Source: an optimization exercise on an open RTL-to-GDS flow (aim: small area, a short achievable clock period and few clock cycles per item). Production flows keep margins and buffers that such runs may drop. Only simulation tests tie the RTL to the original design; equivalence was not proved.

## run A
// pedal_plausibility_filter
module pedal_plausibility_filter (
  input  logic                 clk,
  input  logic                 rst,
  input  logic                 sample_valid,
  output logic                 sample_ready,
  input  ppf_pkg::sample_t     sample,
  output logic                 result_valid,
  input  logic                 result_ready,
  output ppf_pkg::result_t     result,
  input  logic                 cfg_valid,
  output logic                 cfg_ready,
  input  ppf_pkg::reg_index_t  cfg_index,
  input  logic [ppf_pkg::CFG_W-1:0] cfg_data
);
make LEC_CHECK=0 ABC_AREA=1 CAP_MARGIN=20 CORE_MARGIN=2 CORE_UTILIZATION=50 PLACE_DENSITY=0.65 SETUP_SLACK_MARGIN=1.3 SLEW_MARGIN=20 finish   # period 7.0 ns
run.sh (not shown) runs the stock make flow with config.mk's settings and CLKGATE_MAP_FILE= SYNTH_SCRIPT=/design/flow/synth_recipe.tcl, a recipe that flattens the netlist after the stock synthesis.
Per the final summary, run A finished and its layout is clean on timing, DRC and antenna.
Testbench counts of run A, summed over its fixed seeds: cycles 1,664, items 1,600.
For run B, these inputs were changed with respect to run A:
- SETUP_SLACK_MARGIN: 1.3 -> 0.5
--- outcome ---
- Number of buffers added by the clock tree synthesis step: higher on run B
- Between run A and run B, the flow reports number of fill cells in the layout increasing by a few percent.
- Final cycle utilization of the critical path for run B: 6.1 points up relative to run A
- Status: instance count after placement with tap cells included parity (run B, run A)
- On number of violations reported at the end of detailed-routing iteration 0: run B sits below run A.
- Fraction of layout instances using a drive strength above 1: run A and run B compared, higher one is run A
- Total vias in the final route ends up higher on run A.
- Multi-input logic portion of the cell area was lower in the run labelled run A.
- Top layer used by detailed routing = met4: run B; top layer used by detailed routing = met5: run A
Input changes introduced in run C (baseline for comparison: run B):
- SETUP_SLACK_MARGIN changed from 0.5 to 0.9
- CTS_BUF_LIST newly set to sky130_fd_sc_hd__clkbuf_8
==> flow/flow/run.sh (new file) <==
#!/bin/bash
# The standard layout (standard synthesis, floorplan, power grid, tap
# cells, placement, CTS, routing), with each port buffered by buf_2 instead
# of the delay cell that buffer_ports picks by default.
set -euo pipefail
bash standard.sh "BUFFER_PORTS_ARGS=-buffer_cell sky130_fd_sc_hd__buf_2" finish > layout.log 2>&1
==> flow/standard.sh (new file) <==
#!/bin/bash
# synth_recipe.tcl (not shown) runs the flow's synth.tcl, then flattens the netlist and writes it again
# the make line also repeats each setting of config.mk as NAME=value (left out here)
make -C /OpenROAD-flow-scripts/flow DESIGN_CONFIG=/design/flow/config.mk WORK_HOME=/design/flow/orfs CLKGATE_MAP_FILE= SYNTH_SCRIPT=/design/flow/synth_recipe.tcl "${@:-finish}"
removed: flow/run.sh
--- outcome ---
Run C went all the way through synthesis, placement and routing and the layout is clean on timing, DRC and antenna. Fraction of met3 tracks used by global routing, run B and run C: lower on run B.

* * *

Another version of the RTL of pedal_plausibility_filter (not shown whole).
For scale: ~350 flip-flops, ~99 I/O pins, roughly 34000 um^2 of cells after synthesis.
export LEC_CHECK = 0
export ABC_AREA = 1
export CAP_MARGIN = 20
export CORE_MARGIN = 2
export CORE_UTILIZATION = 50
export CTS_BUF_LIST = sky130_fd_sc_hd__clkbuf_8
export PLACE_DENSITY = 0.65
export SETUP_SLACK_MARGIN = 1.15
export SLEW_MARGIN = 20
create_clock -name core_clock -period 7.0 [get_ports {clk}]
standard.sh (not shown) runs the stock make flow with config.mk's settings and CLKGATE_MAP_FILE= SYNTH_SCRIPT=/design/flow/synth_recipe.tcl, a recipe that flattens the netlist after the stock synthesis.
==> flow/flow/run.sh <==
#!/bin/bash
# The standard layout (standard synthesis, floorplan, power grid, tap
# cells, placement, CTS, routing), with each port buffered by buf_2 instead
# of the delay cell that buffer_ports picks by default.
set -euo pipefail
bash standard.sh "BUFFER_PORTS_ARGS=-buffer_cell sky130_fd_sc_hd__buf_2" finish > layout.log 2>&1
The first run produced a clean layout.
Testbench counts at the start, summed over its fixed seeds: cycles 1,664, items 1,600.
Edit:
==> flow/run.sh (new file) <==
#!/bin/bash
# synth_recipe.tcl (not shown) runs the flow's synth.tcl, then flattens the netlist and writes it again
# the make line also repeats each setting of config.mk as NAME=value (left out here)
make -C /OpenROAD-flow-scripts/flow DESIGN_CONFIG=/design/flow/config.mk WORK_HOME=/design/flow/orfs CLKGATE_MAP_FILE= SYNTH_SCRIPT=/design/flow/synth_recipe.tcl finish
- CORE_UTILIZATION: 50 -> 60
- PLACE_DENSITY: 0.65 -> 0.7
- SETUP_SLACK_MARGIN: 1.15 -> 1.1
removed: flow/flow/run.sh
removed: flow/standard.sh
Count of clock-buffer cells in the layout is higher by 1.
Sequential share of layout area goes down by 0.24 points.
Setup slack improved by 24 ps.

* * *

pedal_plausibility_filter with an RTL version that a note above also has.
Size in the first run: ~4700 cells after synthesis, roughly 330 flip-flops, about 99 I/O pins.
Settings: LEC_CHECK=0, ABC_AREA=1, CAP_MARGIN=20, CORE_MARGIN=2, CORE_UTILIZATION=50, PLACE_DENSITY=0.65, SETUP_SLACK_MARGIN=0.25, SLEW_MARGIN=20; clock period 7.0 ns.
run.sh (not shown) runs the stock make flow with config.mk's settings and CLKGATE_MAP_FILE= SYNTH_SCRIPT=/design/flow/synth_recipe.tcl, a recipe that flattens the netlist after the stock synthesis.
Stock flow here: none of the scripts above is used.
The starting point completed with no timing, DRC or antenna violations.
Testbench counts at the start, summed over its fixed seeds: cycles 1,664, items 1,600.
Rerun with:
Settings changed: SETUP_SLACK_MARGIN 0.25 to 0.9.
Result:
- final cell count rose by 1.0%
- core utilization is higher by 1.5 points
- wire length grows by 1.6%
- synthesized cell count stays the same

* * *

Another version of the RTL of pedal_plausibility_filter (not shown whole).
For scale: ~4600 cells after synthesis, ~320 flip-flops, roughly 99 I/O pins, about 34000 sq um of cells after synthesis.
Settings: LEC_CHECK=0, ABC_AREA=1, CAP_MARGIN=20, CORE_MARGIN=2, CORE_UTILIZATION=60, PLACE_DENSITY=0.7, SETUP_SLACK_MARGIN=1.0, SLEW_MARGIN=20; clock period 7.0 ns.
The first run completed without violations.
Testbench counts at the start, summed over its fixed seeds: cycles 1,664, items 1,600.
Next try:
SETUP_SLACK_MARGIN = 1.6   (was 1.0)
Cell count grows by 0.90%; sequential cell count is unchanged; register-to-register slack is worse by 0.05 ns.
Next try:
CORE_UTILIZATION = 55   (was 60)
SETUP_SLACK_MARGIN = 0.65   (was 1.6)
=>
- The new run completed with no timing, DRC or antenna violations
- fmax increases by 0.92%
- die area is higher by 8.9%
- hold slack degrades by 0.014 ns
- sequential share of layout area is higher by 1.8 points
- via count came out lower by 5.0%
- design area decreases by 9.0%
- core utilization fell by 12 points
- wire length shrinks by 10%
- worst setup slack improves by 0.057 ns
- synthesized area is unchanged
Next try:
CORE_UTILIZATION = 40   (was 55)
PLACE_DENSITY = 0.6   (was 0.7)
SETUP_SLACK_MARGIN = unset   (was 0.65)
Register-to-register slack is worse by 0.31 ns.
Sequential share of layout area climbs by 0.13 points.
Setup slack is worse by 0.34 ns.
Cell area drops by 0.87%.
Clock skew drops by 0.015 ns.
Routed wire length climbs by 6.6%.
Core utilization drops by 18 points.
Global-route usage drops by 6.7 points.
Next try:
CORE_UTILIZATION = 50   (was 40)
CTS_BUF_LIST = sky130_fd_sc_hd__clkbuf_8   (was unset)
PLACE_DENSITY = 0.65   (was 0.6)
SETUP_SLACK_MARGIN = 0.5   (was unset)
The new run finished clean.
Final area fell slightly.
Global-route usage rose by 4.2 points.
Next try:
CORE_UTILIZATION = 65   (was 50)
CTS_BUF_LIST = unset   (was sky130_fd_sc_hd__clkbuf_8)
PLACE_DENSITY = 0.75   (was 0.65)
SETUP_SLACK_MARGIN = unset   (was 0.5)
The new run finished with timing, DRC and antenna clean.
Non-clock buffer count is lower by 12.
Final cell count is lower by a few percent.
Wire length decreases by a few percent.
Flip-flop and latch count is unchanged.

-- port drivers added, routing unchanged --
The flow's constraints put no driver on any port. The routed layouts listed below were extracted and timed again, unchanged, in two steps.
Step 1, drivers: a clkbuf_16 drives clk and a buf_2 each remaining input, both assumed.
Step 2 adds t to the input delays and takes it off the output delays; t is the mean of the earliest and latest rising clock arrival at the registers after step 1. Input paths then give back, and output paths get back, about the clock's delay inside the block.
Slacks: no drivers / after step 1 / after step 2; pairs: no drivers / after step 1.
| run | t, ns | setup WS [ns] | worst register clock-pin slew, ns | worst slew at a driven data input, ns | cell pins on the clock port's net |
|---|---|---|---|---|---|
| run A | 0.644 | 1.220 / 1.168 / 1.113 | 0.07 / 0.07 | 0.07 | 1 |
| run B | 0.636 | 0.793 / 0.793 / 0.625 | 0.07 / 0.07 | 0.05 | 1 |
| run C | 0.732 | 1.106 / 1.106 / 1.106 | 0.08 / 0.08 | 0.06 | 1 |
| the first run of note 2 | 0.687 | 1.244 / 1.244 / 1.122 | 0.07 / 0.07 | 0.06 | 1 |
| the second run of note 2 | 0.771 | 1.268 / 1.268 / 0.856 | 0.07 / 0.07 | 0.04 | 1 |
| the first run of note 3 | 0.635 | 0.629 / 0.629 / 0.629 | 0.07 / 0.07 | 0.05 | 1 |
| the second run of note 3 | 0.637 | 1.117 / 1.058 / 0.773 | 0.08 / 0.08 | 0.05 | 1 |
| the first run of note 4 | 0.635 | 0.750 / 0.750 / 0.750 | 0.07 / 0.07 | 0.04 | 1 |
| the second run of note 4 | 0.645 | 0.701 / 0.701 / 0.701 | 0.07 / 0.07 | 0.04 | 1 |
| the third run of note 4 | 0.620 | 0.758 / 0.758 / 0.758 | 0.07 / 0.07 | 0.04 | 1 |
| the fourth run of note 4 | 0.619 | 0.417 / 0.358 / 0.445 | 0.07 / 0.07 | 0.06 | 1 |
| the fifth run of note 4 | 0.698 | 0.758 / 0.758 / 0.758 | 0.08 / 0.08 | 0.04 | 1 |
| the sixth run of note 4 | 0.629 | 0.445 / 0.379 / 0.449 | 0.07 / 0.07 | 0.04 | 1 |
After both steps every run listed still meets setup and hold. The setup slack of the second run of note 2, which loses most, moves by 0.000 ns with the drivers and by -0.412 ns with both steps.
